This design comes from an exercise in tuning for small area on the open sky130 flow, not from production work.
The RTL was checked by simulation tests, not by an equivalence proof against the original design.
Power is estimated from default activity; no workload was simulated.

==> flow/design.v <==
`timescale 1ns/1ns
`default_nettype none
package cf_pkg;
   localparam int num_slots   = 2;
   localparam int instr_w     = 32;
   localparam int addr_w      = 32;
   localparam int reg_addr_w  = 5;
   localparam int queue_depth = 4;
   localparam int wb_delay    = 2;    
endpackage
`default_nettype wire
`timescale 1ns/1ns
`default_nettype none
module cf_checker_top (
   input  logic             clk,
   input  logic             reset_,
   input  logic             cf_enable,
   input  logic [2:1]       commit,
   input  logic [2:1][31:0] slot_instr,
   input  logic [2:1][31:0] slot_pc,
   input  logic [2:1][2:0]  slot_isize,
   input  logic [2:1]       slot_taken,
   input  logic [2:1]       slot_is_dup,
   input  logic [2:1]       slot_received_kill,
   input  logic             dut_branch_taken,
   input  logic             rf_write_en,
   input  logic [4:0]       rf_write_rd,
   input  logic [31:0]      rf_write_data,
   output logic             rf_lock,
   output logic             rf_unlock,
   output logic             check_done,
   output logic             err_cf_dest,
   output logic             err_no_orig,
   output logic             err_link
);
   logic [6:0]  op1, op2;
   logic        cf1, cf2, found, sel_v, push, save, any_commit, same;
   logic [31:0] ins;
   logic [31:1] pc;
   logic        isz, dup, taken, br, adj;
   logic [1:0]  code;
   assign op1 = slot_instr[1][6:0];
   assign op2 = slot_instr[2][6:0];
   assign cf1 = commit[1] && (op1 == 7'b1100011 || op1 == 7'b1101111 || op1 == 7'b1100111);
   assign cf2 = commit[2] && (op2 == 7'b1100011 || op2 == 7'b1101111 || op2 == 7'b1100111);
   assign found = cf1 || cf2;
   assign ins   = cf1 ? slot_instr[1]       : slot_instr[2];
   assign pc    = cf1 ? slot_pc[1][31:1]    : slot_pc[2][31:1];
   assign isz   = cf1 ? slot_isize[1][2]    : slot_isize[2][2];
   assign dup   = cf1 ? slot_is_dup[1]      : slot_is_dup[2];
   assign taken = dup ? (dut_branch_taken || (cf1 ? slot_received_kill[1] : slot_received_kill[2]))
                      : (cf1 ? slot_taken[1] : slot_taken[2]);
   assign sel_v      = cf_enable && found;
   assign push       = sel_v && !dup;
   assign save       = sel_v && dup;
   assign any_commit = |commit;
   assign same       = cf1 && commit[2];    
   assign br   = !ins[2];                   
   assign adj  = br && !taken;              
   assign code = br ? {1'b0, taken} : {1'b1, ins[3]};
   logic [31:1] pc0;
   logic        isz0, adj0, chk0;
   logic [4:0]  rd0;
   logic [31:1] link0, base0;
   always_ff @(posedge clk) begin
      if (sel_v) begin
         pc0  <= pc;
         isz0 <= isz;
         adj0 <= adj;
      end
      rd0  <= ins[11:7];
      chk0 <= reset_ && sel_v && ins[2] && (ins[11:7] != 5'd0);
   end
   assign link0 = pc0 + (isz0 ? 31'd2 : 31'd1);
   assign base0 = adj0 ? link0 : pc0;
   logic        chk1;
   logic [4:0]  rd1;
   logic [31:1] lk1;
   always_ff @(posedge clk) begin
      chk1 <= reset_ && chk0;
      rd1  <= rd0;
      lk1  <= link0;
   end
   assign rf_lock   = chk1 && rf_write_en && (rf_write_rd != 5'd0);
   assign rf_unlock = rf_write_en && !rf_lock;
   always_ff @(posedge clk) begin
      err_link <= reset_ && chk1 &&
                  (!rf_write_en || (rf_write_rd != rd1) || (rf_write_data != {lk1, 1'b0}));
   end
   logic [26:0] q_ins [0:3];
   logic [31:1] q_off [0:3];
   logic [2:0]  hp, tp;
   logic        pend, dpend, held, pm;
   logic [31:1] np;
   logic        empty, compare, pop, wr_off;
   logic [1:0]  nw, ha;
   logic [31:1] m, d;
   assign empty   = hp == tp;
   assign compare = held && any_commit;
   assign pop     = compare && !empty;
   assign wr_off  = (pend && any_commit) || dpend;
   assign nw      = tp[1:0] - 2'd1;
   assign m       = dpend ? np : slot_pc[1][31:1];
   assign d       = m - pc0 - {29'd0, adj0 && isz0, adj0 && !isz0};
   assign ha      = hp[1:0] + {1'b0, pop};
   always_ff @(posedge clk) begin
      for (int i = 0; i < 4; i++) begin
         if (push && tp[1:0] == 2'(i))
            q_ins[i] <= {ins[31:7], code};
         if (wr_off && nw == 2'(i))
            q_off[i] <= d;
      end
      np <= slot_pc[2][31:1];
      if (save)
         pm <= q_ins[ha] != {ins[31:7], code};
   end
   always_ff @(posedge clk) begin
      if (!reset_) begin
         tp    <= '0;
         hp    <= '0;
         pend  <= 1'b0;
         dpend <= 1'b0;
         held  <= 1'b0;
      end else begin
         tp    <= tp + {2'd0, push};
         hp    <= hp + {2'd0, pop};
         pend  <= push ? !same : (pend && !any_commit);
         dpend <= push && same;
         held  <= save || (held && !any_commit);
      end
   end
   always_ff @(posedge clk) begin
      check_done  <= reset_ && compare;
      err_no_orig <= reset_ && compare && empty;
      err_cf_dest <= reset_ && compare && !empty && (pm || (d != q_off[hp[1:0]]));
   end
endmodule
`default_nettype wire
==> flow/config.mk <==
export PLATFORM = sky130hd
export DESIGN_NAME = cf_checker_top
export DESIGN_NICKNAME = cf_checker_top
export VERILOG_FILES = /design/flow/design.v
export SDC_FILE = /design/flow/constraint.sdc
export NUM_CORES = 4
export LEC_CHECK = 0
export CAP_MARGIN = 20
export CORE_MARGIN = 2
export CORE_UTILIZATION = 70
export CTS_CLUSTER_DIAMETER = 80
export CTS_CLUSTER_SIZE = 30
export SLEW_MARGIN = 20
==> flow/constraint.sdc <==
create_clock -name core_clock -period 8.0 [get_ports {clk}]
set_input_delay 1.6000 -clock core_clock [delete_from_list [all_inputs] [get_ports {clk}]]
set_output_delay 1.6000 -clock core_clock [all_outputs]
set_load 0.01 [all_outputs]
standard.sh (not shown) runs the stock make flow with config.mk's settings and CLKGATE_MAP_FILE= SYNTH_SCRIPT=/design/flow/synth_recipe.tcl, a recipe that flattens the netlist after the stock synthesis.
==> flow/flow/run.sh <==
#!/bin/bash
# Standard ORFS layout; the port buffers use the smallest buffer cell.
set -euo pipefail
export BUFFER_PORTS_ARGS="-buffer_cell sky130_fd_sc_hd__buf_1"
bash standard.sh finish > standard.log 2>&1
Edit:
--- a/flow/design.v
+++ b/flow/design.v
@@ -59,21 +59,35 @@
    assign adj  = br && !taken;              
    assign code = br ? {1'b0, taken} : {1'b1, ins[3]};
    logic [31:1] pc0;
    logic        isz0, adj0, chk0;
    logic [4:0]  rd0;
-   logic [31:1] link0, base0;
    always_ff @(posedge clk) begin
       if (sel_v) begin
          pc0  <= pc;
          isz0 <= isz;
          adj0 <= adj;
       end
       rd0  <= ins[11:7];
       chk0 <= reset_ && sel_v && ins[2] && (ins[11:7] != 5'd0);
    end
-   assign link0 = pc0 + (isz0 ? 31'd2 : 31'd1);
+   logic [31:1] link0, base0;
+   logic [31:2] ci;    
+   always_comb begin
+      logic [31:2] a;
+      a[2] = isz0 || pc0[1];
+      for (int i = 3; i <= 31; i++)
+         a[i] = pc0[i-1];
+      for (int l = 1; l < 32; l = l * 2)
+         for (int i = 31; i >= 2; i--)
+            if (((i - 2) & l) != 0 && i - 2 - ((i - 2) % l) - 1 >= 0)
+               a[i] = a[i] && a[2 + (i - 2) - ((i - 2) % l) - 1];
+      ci = a;
+      link0[1] = pc0[1] ^ !isz0;
+      for (int i = 2; i <= 31; i++)
+         link0[i] = pc0[i] ^ ci[i];
+   end
    assign base0 = adj0 ? link0 : pc0;
    logic        chk1;
    logic [4:0]  rd1;
    logic [31:1] lk1;
    always_ff @(posedge clk) begin
@@ -98,13 +112,35 @@
    assign empty   = hp == tp;
    assign compare = held && any_commit;
    assign pop     = compare && !empty;
    assign wr_off  = (pend && any_commit) || dpend;
    assign nw      = tp[1:0] - 2'd1;
+   assign ha      = hp[1:0] + {1'b0, pop};
    assign m       = dpend ? np : slot_pc[1][31:1];
-   assign d       = m - pc0 - {29'd0, adj0 && isz0, adj0 && !isz0};
-   assign ha      = hp[1:0] + {1'b0, pop};
+   always_comb begin
+      logic [31:0] g, p, gg, pp;
+      g[0] = 1'b1;    
+      p[0] = 1'b0;
+      for (int i = 1; i <= 31; i++) begin
+         g[i] = m[i] && !base0[i];
+         p[i] = m[i] ^ !base0[i];
+      end
+      gg = g;
+      pp = p;
+      for (int l = 1; l < 32; l = l * 2)
+         for (int i = 2 * l - 1; i < 32; i = i + 2 * l) begin
+            gg[i] = gg[i] || (pp[i] && gg[i-l]);
+            pp[i] = pp[i] && pp[i-l];
+         end
+      for (int l = 8; l >= 1; l = l / 2)
+         for (int i = 3 * l - 1; i < 32; i = i + 2 * l) begin
+            gg[i] = gg[i] || (pp[i] && gg[i-l]);
+            pp[i] = pp[i] && pp[i-l];
+         end
+      for (int i = 1; i <= 31; i++)
+         d[i] = p[i] ^ gg[i-1];
+   end
    always_ff @(posedge clk) begin
       for (int i = 0; i < 4; i++) begin
          if (push && tp[1:0] == 2'(i))
             q_ins[i] <= {ins[31:7], code};
          if (wr_off && nw == 2'(i))
After rerunning:
- The changed run produced a clean layout
- global-route usage climbs by 0.63 points
- via count drops by 8.9%
- count of clock-buffer cells in the layout drops by 1
- critical path depth climbs by 11
- power drops by 4.0%
- wire length drops by 3.9%
- clock power climbs by about 0.6%
- final area drops by 4.1%
- clock skew hardly moves
- setup slack degrades by 1.2 ns

==> re-timing with driven ports <==
The flow's constraints put no driver on any port. The routed layouts listed below were extracted and timed again, unchanged, in two steps. Step 1: set_driving_cell puts a clkbuf_16 on clk and a buf_2 on each other input, an assumption about the parent block. Step 2, shift: input delay + t, output delay - t, t = (earliest + latest rising clock arrival at the registers) / 2. This alone moves slack from input paths to output paths. Slacks: no drivers / after step 1 / after step 2; pairs: no drivers / after step 1.
run | shift t [ns] | setup WS [ns] | slew at the worst register clock pin (ns)
the first run | 0.559 | 3.192 / 3.213 / 2.654 | 0.11 / 0.11
the second run | 0.552 | 1.988 / 1.988 / 1.988 | 0.11 / 0.11
After both steps every run listed still meets setup and hold. The setup slack of the first run, which loses most, moves by +0.021 ns with the drivers and by -0.538 ns with both steps.
